What follows belongs to an exercise in optimizing a design on an open flow for small area and few clock cycles; a production flow would make more cautious choices.
Function was checked by simulation only, so behaviour that the tests miss may differ from the original.
No activity file was given, so power comes from the tool's default toggle rates.

==> inputs of build 84 <==
==> flow/design.v <==
`default_nettype none
package axi_upsize_pkg;
    localparam int addr_w = 32;
    localparam int id_w   = 4;
    localparam int len_w  = 8;
    localparam int size_w = 3;
    localparam int resp_w = 2;
    localparam int s_dw = 32;
    localparam int m_dw = 128;
    localparam int s_kw = s_dw / 8;
    localparam int m_kw = m_dw / 8;
    localparam int ratio      = m_dw / s_dw;
    localparam int ratio_log2 = $clog2(ratio);
    localparam int wlen_w = len_w - ratio_log2;
    localparam int aw_fifo_w = addr_w + id_w + wlen_w + size_w;
    localparam int b_fifo_w  = id_w + resp_w;
    localparam int aw_depth = 6;
    localparam int w_depth  = 14;
    localparam int b_depth  = 6;
endpackage
`default_nettype wire
`timescale 1ns/1ps
`default_nettype none
module sync_fifo #(
    parameter int width = 8,
    parameter int depth = 6
) (
    input  logic             m_axi_aclk,
    input  logic             s_axi_arst,
    input  logic             in_valid,
    output logic             in_ready,
    input  logic [width-1:0] in_data,
    output logic             out_valid,
    input  logic             out_ready,
    output logic [width-1:0] out_data
);
    logic [width-1:0] data_q [depth];
    logic [depth-1:0] full_q;
    logic [depth:0]   rdy;
    logic             in_xfer;
    always_comb begin
        rdy[0] = out_ready;
        for (int i = 0; i < depth; i++) begin
            rdy[i+1] = ~full_q[i] | rdy[i];
        end
    end
    assign in_ready  = ~&full_q;
    assign in_xfer   = in_valid & in_ready;
    assign out_valid = full_q[0];
    assign out_data  = data_q[0];
    always_ff @(posedge m_axi_aclk or posedge s_axi_arst) begin
        if (s_axi_arst) begin
            full_q <= '0;
        end else begin
            for (int i = 0; i < depth - 1; i++) begin
                if (rdy[i+1]) begin
                    full_q[i] <= full_q[i+1];
                end
            end
            if (rdy[depth]) begin
                full_q[depth-1] <= in_xfer;
            end
        end
    end
    always_ff @(posedge m_axi_aclk) begin
        for (int i = 0; i < depth - 1; i++) begin
            if (rdy[i+1]) begin
                data_q[i] <= data_q[i+1];
            end
        end
        if (rdy[depth]) begin
            data_q[depth-1] <= in_data;
        end
    end
endmodule
`default_nettype wire
`timescale 1ns/1ps
`default_nettype none
module aw_translate (
    input  logic [axi_upsize_pkg::addr_w-1:0]    s_axi_awaddr,
    input  logic [axi_upsize_pkg::id_w-1:0]      s_axi_awid,
    input  logic [axi_upsize_pkg::len_w-1:0]     s_axi_awlen,
    input  logic [axi_upsize_pkg::size_w-1:0]    s_axi_awsize,
    output logic [axi_upsize_pkg::aw_fifo_w-1:0] entry
);
    localparam int ratio_log2 = axi_upsize_pkg::ratio_log2;
    localparam int size_w     = axi_upsize_pkg::size_w;
    assign entry = {s_axi_awaddr, s_axi_awid, s_axi_awlen[axi_upsize_pkg::len_w-1:ratio_log2],
                    s_axi_awsize + size_w'(ratio_log2)};
endmodule
`default_nettype wire
`timescale 1ns/1ps
`default_nettype none
module w_packer #(
    parameter int depth = 14,
    parameter logic [depth-1:0] pack_at = depth'(1)
) (
    input  logic                              m_axi_aclk,
    input  logic                              s_axi_arst,
    input  logic [axi_upsize_pkg::s_dw-1:0]   s_axi_wdata,
    input  logic [axi_upsize_pkg::s_kw-1:0]   s_axi_wstrb,
    input  logic                              s_axi_wlast,
    input  logic                              s_axi_wvalid,
    output logic                              s_axi_wready,
    output logic [axi_upsize_pkg::m_dw-1:0]   m_axi_wdata,
    output logic [axi_upsize_pkg::m_kw-1:0]   m_axi_wstrb,
    output logic                              m_axi_wlast,
    output logic                              m_axi_wvalid,
    input  logic                              m_axi_wready
);
    localparam int ratio  = axi_upsize_pkg::ratio;
    localparam int lane_w = axi_upsize_pkg::ratio_log2;
    localparam int s_dw   = axi_upsize_pkg::s_dw;
    localparam int s_kw   = axi_upsize_pkg::s_kw;
    localparam int tail   = depth - 1;
    localparam logic [depth-1:0] packs = pack_at | (depth'(1) << tail);
    logic [ratio-1:0][s_dw-1:0] data_q [depth];
    logic [ratio-1:0][s_kw-1:0] strb_q [depth];
    logic [depth-1:0]           last_q;
    logic [depth-1:0]           full_q;    
    logic [depth-1:0]           part_q;    
    logic [lane_w-1:0]          lane_q;
    logic [depth:0]             rdy;
    logic [depth-1:0]           busy;
    logic [depth-1:0]           behind;
    logic [depth-1:0]           start_ok;
    logic [depth-1:0]           wr;
    logic [ratio-1:0]           lane_hit;
    logic [ratio-1:0]           lane_cur;
    logic                       w_xfer;
    logic                       word_done;
    assign busy = full_q | (part_q & packs);
    always_comb begin
        rdy[0] = m_axi_wready;
        for (int i = 0; i < depth; i++) begin
            rdy[i+1] = ~busy[i] | (full_q[i] & rdy[i]);
        end
        behind[tail] = 1'b0;
        for (int i = tail - 1; i >= 0; i--) begin
            behind[i] = behind[i+1] | busy[i+1];
        end
    end
    assign s_axi_wready = ~&full_q;
    assign w_xfer       = s_axi_wvalid & s_axi_wready;
    assign word_done    = s_axi_wlast | (lane_q == lane_w'(ratio - 1));
    always_comb begin
        for (int i = 0; i < depth; i++) begin
            start_ok[i] = packs[i] & ~behind[i] & rdy[i+1];
        end
        wr = '0;
        if (w_xfer) begin
            if (lane_q != '0) begin
                wr = part_q & packs;
            end else begin
                for (int i = depth - 1; i >= 0; i--) begin
                    if (start_ok[i]) begin
                        wr = '0;
                        wr[i] = 1'b1;
                    end
                end
            end
        end
        for (int j = 0; j < ratio; j++) begin
            lane_cur[j] = (lane_q == lane_w'(j));
            lane_hit[j] = lane_cur[j] | (s_axi_wlast & (lane_q < lane_w'(j)));
        end
    end
    always_ff @(posedge m_axi_aclk or posedge s_axi_arst) begin
        if (s_axi_arst) begin
            lane_q <= '0;
            full_q <= '0;
            part_q <= '0;
        end else begin
            if (w_xfer) begin
                lane_q <= word_done ? '0 : lane_q + 1'b1;
            end
            for (int i = 0; i < depth; i++) begin
                if (wr[i]) begin
                    full_q[i] <= word_done;
                    part_q[i] <= ~word_done;
                end else if (rdy[i+1]) begin
                    full_q[i] <= (i < tail) ? full_q[(i < tail) ? i + 1 : i] : 1'b0;
                end
            end
        end
    end
    always_ff @(posedge m_axi_aclk) begin
        for (int i = 0; i < depth; i++) begin
            if (wr[i]) begin
                last_q[i] <= s_axi_wlast;
                for (int j = 0; j < ratio; j++) begin
                    if (lane_hit[j]) begin
                        data_q[i][j] <= s_axi_wdata;
                        strb_q[i][j] <= lane_cur[j] ? s_axi_wstrb : '0;
                    end
                end
            end else if (rdy[i+1] && i < tail) begin
                last_q[i] <= last_q[(i < tail) ? i + 1 : i];
                data_q[i] <= data_q[(i < tail) ? i + 1 : i];
                strb_q[i] <= strb_q[(i < tail) ? i + 1 : i];
            end
        end
    end
    assign m_axi_wvalid = full_q[0];
    assign m_axi_wdata  = data_q[0];
    assign m_axi_wstrb  = strb_q[0];
    assign m_axi_wlast  = last_q[0];
endmodule
`default_nettype wire
`timescale 1ns/1ps
`default_nettype none
module axi_out_slice #(
    parameter int width = 6,
    parameter int depth = 6,
    parameter logic [depth-1:0] enter_at = depth'(1)
) (
    input  logic             m_axi_aclk,
    input  logic             s_axi_arst,
    input  logic             in_valid,
    output logic             in_ready,
    input  logic [width-1:0] in_data,
    output logic             out_valid,
    input  logic             out_ready,
    output logic [width-1:0] out_data
);
    localparam int tail = depth - 1;
    localparam logic [depth-1:0] enters = enter_at | (depth'(1) << tail);
    logic [width-1:0] data_q [depth];
    logic [depth-1:0] full_q;
    logic [depth:0]   rdy;
    logic [depth-1:0] behind;
    logic [depth-1:0] wr;
    logic             empty;
    logic             store;
    always_comb begin
        rdy[0] = out_ready;
        for (int i = 0; i < depth; i++) begin
            rdy[i+1] = ~full_q[i] | rdy[i];
        end
        behind[tail] = 1'b0;
        for (int i = tail - 1; i >= 0; i--) begin
            behind[i] = behind[i+1] | full_q[i+1];
        end
    end
    assign empty     = ~|full_q;
    assign in_ready  = ~&full_q;
    assign out_valid = full_q[0] | (empty & in_valid);
    assign out_data  = full_q[0] ? data_q[0] : in_data;
    assign store     = in_valid & in_ready & ~(empty & out_ready);
    always_comb begin
        wr = '0;
        for (int i = depth - 1; i >= 0; i--) begin
            if (store & enters[i] & ~behind[i] & rdy[i+1]) begin
                wr = '0;
                wr[i] = 1'b1;
            end
        end
    end
    always_ff @(posedge m_axi_aclk or posedge s_axi_arst) begin
        if (s_axi_arst) begin
            full_q <= '0;
        end else begin
            for (int i = 0; i < depth; i++) begin
                if (wr[i]) begin
                    full_q[i] <= 1'b1;
                end else if (rdy[i+1]) begin
                    full_q[i] <= (i < tail) ? full_q[(i < tail) ? i + 1 : i] : 1'b0;
                end
            end
        end
    end
    always_ff @(posedge m_axi_aclk) begin
        for (int i = 0; i < depth; i++) begin
            if (wr[i]) begin
                data_q[i] <= in_data;
            end else if (rdy[i+1] && i < tail) begin
                data_q[i] <= data_q[(i < tail) ? i + 1 : i];
            end
        end
    end
endmodule
`default_nettype wire
`timescale 1ns/1ps
`default_nettype none
module axi_upsize_top (
    input  logic                               m_axi_aclk,
    input  logic                               s_axi_arst,
    input  logic [axi_upsize_pkg::addr_w-1:0]  s_axi_awaddr,
    input  logic [axi_upsize_pkg::id_w-1:0]    s_axi_awid,
    input  logic [axi_upsize_pkg::len_w-1:0]   s_axi_awlen,
    input  logic [axi_upsize_pkg::size_w-1:0]  s_axi_awsize,
    input  logic                               s_axi_awvalid,
    output logic                               s_axi_awready,
    input  logic [axi_upsize_pkg::s_dw-1:0]    s_axi_wdata,
    input  logic [axi_upsize_pkg::s_kw-1:0]    s_axi_wstrb,
    input  logic                               s_axi_wlast,
    input  logic                               s_axi_wvalid,
    output logic                               s_axi_wready,
    output logic [axi_upsize_pkg::id_w-1:0]    s_axi_bid,
    output logic [axi_upsize_pkg::resp_w-1:0]  s_axi_bresp,
    output logic                               s_axi_bvalid,
    input  logic                               s_axi_bready,
    output logic [axi_upsize_pkg::addr_w-1:0]  m_axi_awaddr,
    output logic [axi_upsize_pkg::id_w-1:0]    m_axi_awid,
    output logic [axi_upsize_pkg::len_w-1:0]   m_axi_awlen,
    output logic [axi_upsize_pkg::size_w-1:0]  m_axi_awsize,
    output logic                               m_axi_awvalid,
    input  logic                               m_axi_awready,
    output logic [axi_upsize_pkg::m_dw-1:0]    m_axi_wdata,
    output logic [axi_upsize_pkg::m_kw-1:0]    m_axi_wstrb,
    output logic                               m_axi_wlast,
    output logic                               m_axi_wvalid,
    input  logic                               m_axi_wready,
    input  logic [axi_upsize_pkg::id_w-1:0]    m_axi_bid,
    input  logic [axi_upsize_pkg::resp_w-1:0]  m_axi_bresp,
    input  logic                               m_axi_bvalid,
    output logic                               m_axi_bready
);
    localparam int aw_w   = axi_upsize_pkg::aw_fifo_w;
    localparam int b_w    = axi_upsize_pkg::b_fifo_w;
    localparam int wlen_w = axi_upsize_pkg::wlen_w;
    localparam int len_w  = axi_upsize_pkg::len_w;
    logic [aw_w-1:0]   aw_entry, aw_out;
    logic [wlen_w-1:0] aw_wlen;
    aw_translate i_aw_translate (
        .s_axi_awaddr (s_axi_awaddr), .s_axi_awid (s_axi_awid),
        .s_axi_awlen (s_axi_awlen), .s_axi_awsize (s_axi_awsize),
        .entry (aw_entry)
    );
    sync_fifo #(.width(aw_w), .depth(axi_upsize_pkg::aw_depth)) i_aw_fifo (
        .m_axi_aclk (m_axi_aclk), .s_axi_arst (s_axi_arst),
        .in_valid (s_axi_awvalid), .in_ready (s_axi_awready), .in_data (aw_entry),
        .out_valid (m_axi_awvalid), .out_ready (m_axi_awready), .out_data (aw_out)
    );
    assign {m_axi_awaddr, m_axi_awid, aw_wlen, m_axi_awsize} = aw_out;
    assign m_axi_awlen = len_w'(aw_wlen);
    w_packer #(.depth(axi_upsize_pkg::w_depth), .pack_at(14'h8)) i_w_packer (
        .m_axi_aclk (m_axi_aclk), .s_axi_arst (s_axi_arst),
        .s_axi_wdata (s_axi_wdata), .s_axi_wstrb (s_axi_wstrb),
        .s_axi_wlast (s_axi_wlast), .s_axi_wvalid (s_axi_wvalid),
        .s_axi_wready (s_axi_wready),
        .m_axi_wdata (m_axi_wdata), .m_axi_wstrb (m_axi_wstrb),
        .m_axi_wlast (m_axi_wlast), .m_axi_wvalid (m_axi_wvalid),
        .m_axi_wready (m_axi_wready)
    );
    axi_out_slice #(.width(b_w), .depth(axi_upsize_pkg::b_depth)) i_b_buf (
        .m_axi_aclk (m_axi_aclk), .s_axi_arst (s_axi_arst),
        .in_valid (m_axi_bvalid), .in_ready (m_axi_bready), .in_data ({m_axi_bid, m_axi_bresp}),
        .out_valid (s_axi_bvalid), .out_ready (s_axi_bready), .out_data ({s_axi_bid, s_axi_bresp})
    );
endmodule
`default_nettype wire
==> flow/flow/run.sh <==
#!/bin/bash
# Standard layout, with plain buf_1 cells as the port buffers and a clock tree
# built from larger sink clusters without dummy loads.
set -euo pipefail
export BUFFER_PORTS_ARGS="-buffer_cell sky130_fd_sc_hd__buf_1"
export CTS_ARGS="-sink_clustering_enable -repair_clock_nets -sink_clustering_size 22 -sink_clustering_max_diameter 45 -sink_clustering_buffer sky130_fd_sc_hd__clkbuf_8 -dont_use_dummy_load -buf_list sky130_fd_sc_hd__clkbuf_8"
bash standard.sh finish > standard.log 2>&1
==> flow/standard.sh <==
#!/bin/bash
# synth_recipe.tcl (not shown) runs the flow's synth.tcl, then flattens the netlist and writes it again
# the make line also repeats each setting of config.mk as NAME=value (left out here)
make -C /OpenROAD-flow-scripts/flow DESIGN_CONFIG=/design/flow/config.mk WORK_HOME=/design/flow/orfs CLKGATE_MAP_FILE= SYNTH_SCRIPT=/design/flow/synth_recipe.tcl "${@:-finish}"
==> flow/config.mk <==
export PLATFORM = sky130hd
export DESIGN_NAME = axi_upsize_top
export DESIGN_NICKNAME = axi_upsize_top
export VERILOG_FILES = /design/flow/design.v
export SDC_FILE = /design/flow/constraint.sdc
export NUM_CORES = 4
export LEC_CHECK = 0
export ABC_AREA = 1
export CAP_MARGIN = 20
export CORE_MARGIN = 2
export CORE_UTILIZATION = 62
export PLACE_DENSITY = 0.7
export SLEW_MARGIN = 20
==> flow/constraint.sdc <==
create_clock -name core_clock -period 4.0 [get_ports {m_axi_aclk}]
set_input_delay 0.8000 -clock core_clock [delete_from_list [all_inputs] [get_ports {m_axi_aclk}]]
set_output_delay 0.8000 -clock core_clock [all_outputs]
set_load 0.01 [all_outputs]
==> trial 26 (differences from build 84) <==
--- a/flow/design.v
+++ b/flow/design.v
@@ -213,4 +213,3 @@
     parameter int width = 6,
-    parameter int depth = 6,
-    parameter logic [depth-1:0] enter_at = depth'(1)
+    parameter int depth = 6
 ) (
@@ -225,35 +224,13 @@
 );
-    localparam int tail = depth - 1;
-    localparam logic [depth-1:0] enters = enter_at | (depth'(1) << tail);
     logic [width-1:0] data_q [depth];
-    logic [depth-1:0] full_q;
-    logic [depth:0]   rdy;
-    logic [depth-1:0] behind;
-    logic [depth-1:0] wr;
-    logic             empty;
-    logic             store;
-    always_comb begin
-        rdy[0] = out_ready;
-        for (int i = 0; i < depth; i++) begin
-            rdy[i+1] = ~full_q[i] | rdy[i];
-        end
-        behind[tail] = 1'b0;
-        for (int i = tail - 1; i >= 0; i--) begin
-            behind[i] = behind[i+1] | full_q[i+1];
-        end
-    end
-    assign empty     = ~|full_q;
-    assign in_ready  = ~&full_q;
-    assign out_valid = full_q[0] | (empty & in_valid);
+    logic [depth-1:0] full_q;        
+    logic [depth:0]   full;
+    logic             push;
+    logic             pop;
+    assign full      = {1'b0, full_q};
+    assign in_ready  = ~full_q[depth-1];
+    assign out_valid = full_q[0] | in_valid;
     assign out_data  = full_q[0] ? data_q[0] : in_data;
-    assign store     = in_valid & in_ready & ~(empty & out_ready);
-    always_comb begin
-        wr = '0;
-        for (int i = depth - 1; i >= 0; i--) begin
-            if (store & enters[i] & ~behind[i] & rdy[i+1]) begin
-                wr = '0;
-                wr[i] = 1'b1;
-            end
-        end
-    end
+    assign pop       = full_q[0] & out_ready;
+    assign push      = in_valid & in_ready & (full_q[0] | ~out_ready);
     always_ff @(posedge m_axi_aclk or posedge s_axi_arst) begin
@@ -261,10 +238,6 @@
             full_q <= '0;
-        end else begin
-            for (int i = 0; i < depth; i++) begin
-                if (wr[i]) begin
-                    full_q[i] <= 1'b1;
-                end else if (rdy[i+1]) begin
-                    full_q[i] <= (i < tail) ? full_q[(i < tail) ? i + 1 : i] : 1'b0;
-                end
-            end
+        end else if (push & ~pop) begin
+            full_q <= {full_q[depth-2:0], 1'b1};
+        end else if (pop & ~push) begin
+            full_q <= full[depth:1];
         end
@@ -273,6 +246,10 @@
         for (int i = 0; i < depth; i++) begin
-            if (wr[i]) begin
+            if (pop) begin
+                if (push & full[i] & ~full[i+1]) begin
+                    data_q[i] <= in_data;
+                end else begin
+                    data_q[i] <= data_q[(i < depth - 1) ? i + 1 : i];
+                end
+            end else if (push & ~full_q[i] & ((i == 0) | full_q[(i > 0) ? i - 1 : 0])) begin
                 data_q[i] <= in_data;
-            end else if (rdy[i+1] && i < tail) begin
-                data_q[i] <= data_q[(i < tail) ? i + 1 : i];
             end
@@ -336,3 +313,3 @@
     assign m_axi_awlen = len_w'(aw_wlen);
-    w_packer #(.depth(axi_upsize_pkg::w_depth), .pack_at(14'h8)) i_w_packer (
+    w_packer #(.depth(axi_upsize_pkg::w_depth), .pack_at(14'h9)) i_w_packer (
         .m_axi_aclk (m_axi_aclk), .s_axi_arst (s_axi_arst),
==> flow/run.sh (new file) <==
#!/bin/bash
# synth_recipe.tcl (not shown) runs the flow's synth.tcl, then flattens the netlist and writes it again
# the make line also repeats each setting of config.mk as NAME=value (left out here)
make -C /OpenROAD-flow-scripts/flow DESIGN_CONFIG=/design/flow/config.mk WORK_HOME=/design/flow/orfs CLKGATE_MAP_FILE= SYNTH_SCRIPT=/design/flow/synth_recipe.tcl finish
--- a/flow/config.mk
+++ b/flow/config.mk
@@ -7,7 +7,5 @@
 export LEC_CHECK = 0
-export ABC_AREA = 1
 export CAP_MARGIN = 20
 export CORE_MARGIN = 2
-export CORE_UTILIZATION = 62
-export PLACE_DENSITY = 0.7
+export CORE_UTILIZATION = 40
 export SLEW_MARGIN = 20
removed: flow/flow/run.sh
removed: flow/standard.sh
==> build 51 (differences from build 84) <==
--- a/flow/design.v
+++ b/flow/design.v
@@ -213,4 +213,3 @@
     parameter int width = 6,
-    parameter int depth = 6,
-    parameter logic [depth-1:0] enter_at = depth'(1)
+    parameter int depth = 6
 ) (
@@ -225,35 +224,13 @@
 );
-    localparam int tail = depth - 1;
-    localparam logic [depth-1:0] enters = enter_at | (depth'(1) << tail);
     logic [width-1:0] data_q [depth];
-    logic [depth-1:0] full_q;
-    logic [depth:0]   rdy;
-    logic [depth-1:0] behind;
-    logic [depth-1:0] wr;
-    logic             empty;
-    logic             store;
-    always_comb begin
-        rdy[0] = out_ready;
-        for (int i = 0; i < depth; i++) begin
-            rdy[i+1] = ~full_q[i] | rdy[i];
-        end
-        behind[tail] = 1'b0;
-        for (int i = tail - 1; i >= 0; i--) begin
-            behind[i] = behind[i+1] | full_q[i+1];
-        end
-    end
-    assign empty     = ~|full_q;
-    assign in_ready  = ~&full_q;
-    assign out_valid = full_q[0] | (empty & in_valid);
+    logic [depth-1:0] full_q;        
+    logic [depth:0]   full;
+    logic             push;
+    logic             pop;
+    assign full      = {1'b0, full_q};
+    assign in_ready  = ~full_q[depth-1];
+    assign out_valid = full_q[0] | in_valid;
     assign out_data  = full_q[0] ? data_q[0] : in_data;
-    assign store     = in_valid & in_ready & ~(empty & out_ready);
-    always_comb begin
-        wr = '0;
-        for (int i = depth - 1; i >= 0; i--) begin
-            if (store & enters[i] & ~behind[i] & rdy[i+1]) begin
-                wr = '0;
-                wr[i] = 1'b1;
-            end
-        end
-    end
+    assign pop       = full_q[0] & out_ready;
+    assign push      = in_valid & in_ready & (full_q[0] | ~out_ready);
     always_ff @(posedge m_axi_aclk or posedge s_axi_arst) begin
@@ -261,10 +238,6 @@
             full_q <= '0;
-        end else begin
-            for (int i = 0; i < depth; i++) begin
-                if (wr[i]) begin
-                    full_q[i] <= 1'b1;
-                end else if (rdy[i+1]) begin
-                    full_q[i] <= (i < tail) ? full_q[(i < tail) ? i + 1 : i] : 1'b0;
-                end
-            end
+        end else if (push & ~pop) begin
+            full_q <= {full_q[depth-2:0], 1'b1};
+        end else if (pop & ~push) begin
+            full_q <= full[depth:1];
         end
@@ -273,6 +246,10 @@
         for (int i = 0; i < depth; i++) begin
-            if (wr[i]) begin
+            if (pop) begin
+                if (push & full[i] & ~full[i+1]) begin
+                    data_q[i] <= in_data;
+                end else begin
+                    data_q[i] <= data_q[(i < depth - 1) ? i + 1 : i];
+                end
+            end else if (push & ~full_q[i] & ((i == 0) | full_q[(i > 0) ? i - 1 : 0])) begin
                 data_q[i] <= in_data;
-            end else if (rdy[i+1] && i < tail) begin
-                data_q[i] <= data_q[(i < tail) ? i + 1 : i];
             end
==> flow/run.sh (new file) <==
#!/bin/bash
# synth_recipe.tcl (not shown) runs the flow's synth.tcl, then flattens the netlist and writes it again
# the make line also repeats each setting of config.mk as NAME=value (left out here)
make -C /OpenROAD-flow-scripts/flow DESIGN_CONFIG=/design/flow/config.mk WORK_HOME=/design/flow/orfs CLKGATE_MAP_FILE= SYNTH_SCRIPT=/design/flow/synth_recipe.tcl finish
--- a/flow/config.mk
+++ b/flow/config.mk
@@ -10,4 +10,5 @@
 export CORE_MARGIN = 2
-export CORE_UTILIZATION = 62
-export PLACE_DENSITY = 0.7
+export CORE_UTILIZATION = 55
+export CTS_CLUSTER_DIAMETER = 60
+export CTS_CLUSTER_SIZE = 30
 export SLEW_MARGIN = 20
removed: flow/flow/run.sh
removed: flow/standard.sh
==> comparison <==
The highest area after synthesis belongs to trial 26, the lowest to build 84.
Combinational power, lowest first: build 84, build 51, trial 26.
Between trial 26 and build 51, the lower via count is in build 51 (gap 6.6%, measured against build 51).
Clock skew, highest first: build 84, trial 26, build 51.
Hold slack: trial 26 is better than build 84 (0.33 ns).
Critical path depth is the same in build 84 and trial 26.
The lowest clock power belongs to build 84, the highest to trial 26.
Against trial 26, the flip-flop and latch count of build 51 is lower by 1.
==> figures <==
metric	trial 26	build 84	build 51
Result of the run	finished clean	finished clean	finished clean
Die Ht	440 µm	348 µm	370 µm
Share of the synthesized area in compound gates (AO/OA/AOI/OAI)	0.0176	0.00277	0.00498
Sinks on Clock Net	2,367	2,366	2,366
Number of flip-flops and latches	2,367	2,366	2,366
Post-DR wirelength/cell	21.8 µm	20.9 µm	20.8 µm
Share of the final layout cell area in multi-input gates	0.0540	0.0291	0.0309
Share of power burned in registers	0.571	0.719	0.646
Slowest cell on crit path	clkdlybuf4s50_1	nor4_2	clkdlybuf4s50_1
Power attributed to the clock group	0.0203 W	0.0101 W	0.0149 W
CTS clk-pin slew, worst paths	0.06 ns	0.10 ns	0.09 ns
Largest fanout of any net on the critical path	7	3	6
Syn avg cell area	25.4 µm²	24.8 µm²	24.4 µm²
CTS root buffer	clkbuf_16	clkbuf_8	clkbuf_16
End of the worst register-to-register path	i_w_packer.last_q[0]	i_w_packer.data_q[3][98]	i_w_packer.strb_q[3][4]
Skew final	0.0441 ns	0.0742 ns	0.0327 ns
Combinational logic power	0.00785 W	0.00495 W	0.00584 W
Testbench counts of build 84, summed over its fixed seeds: cycles 2,931.
Testbench counts of trial 26, summed over its fixed seeds: cycles 2,931.
Testbench counts of build 51, summed over its fixed seeds: cycles 2,931.

## static timing again, ports no longer ideal
In the flow no input, the clock included, has a driving cell. The finished layouts below were timed again as built, in two steps.
Step 1, drivers: a clkbuf_16 drives m_axi_aclk and a buf_2 each remaining input, both assumed.
Step 2 also shifts input and output timing later by t, the mid clock arrival at the registers, as if the neighbouring blocks saw the same clock.
a / b / c = ideal ports / drivers / drivers and shift; a / b = the first two.
run | shift t [ns] | slack for setup (ns) | worst data-port slew with drivers (ns) | cell pins on the clock port's net
build 84 | 0.877 | 0.423 / 0.358 / 0.423 | 0.12 | 1
trial 26 | 0.905 | 0.390 / 0.306 / 0.381 | 0.17 | 1
build 51 | 0.840 | 0.494 / 0.419 / 0.432 | 0.13 | 1
After both steps setup and hold are still met in every run listed. The setup slack of build 51, which loses most, moves by -0.075 ns with the drivers and by -0.062 ns with both steps.
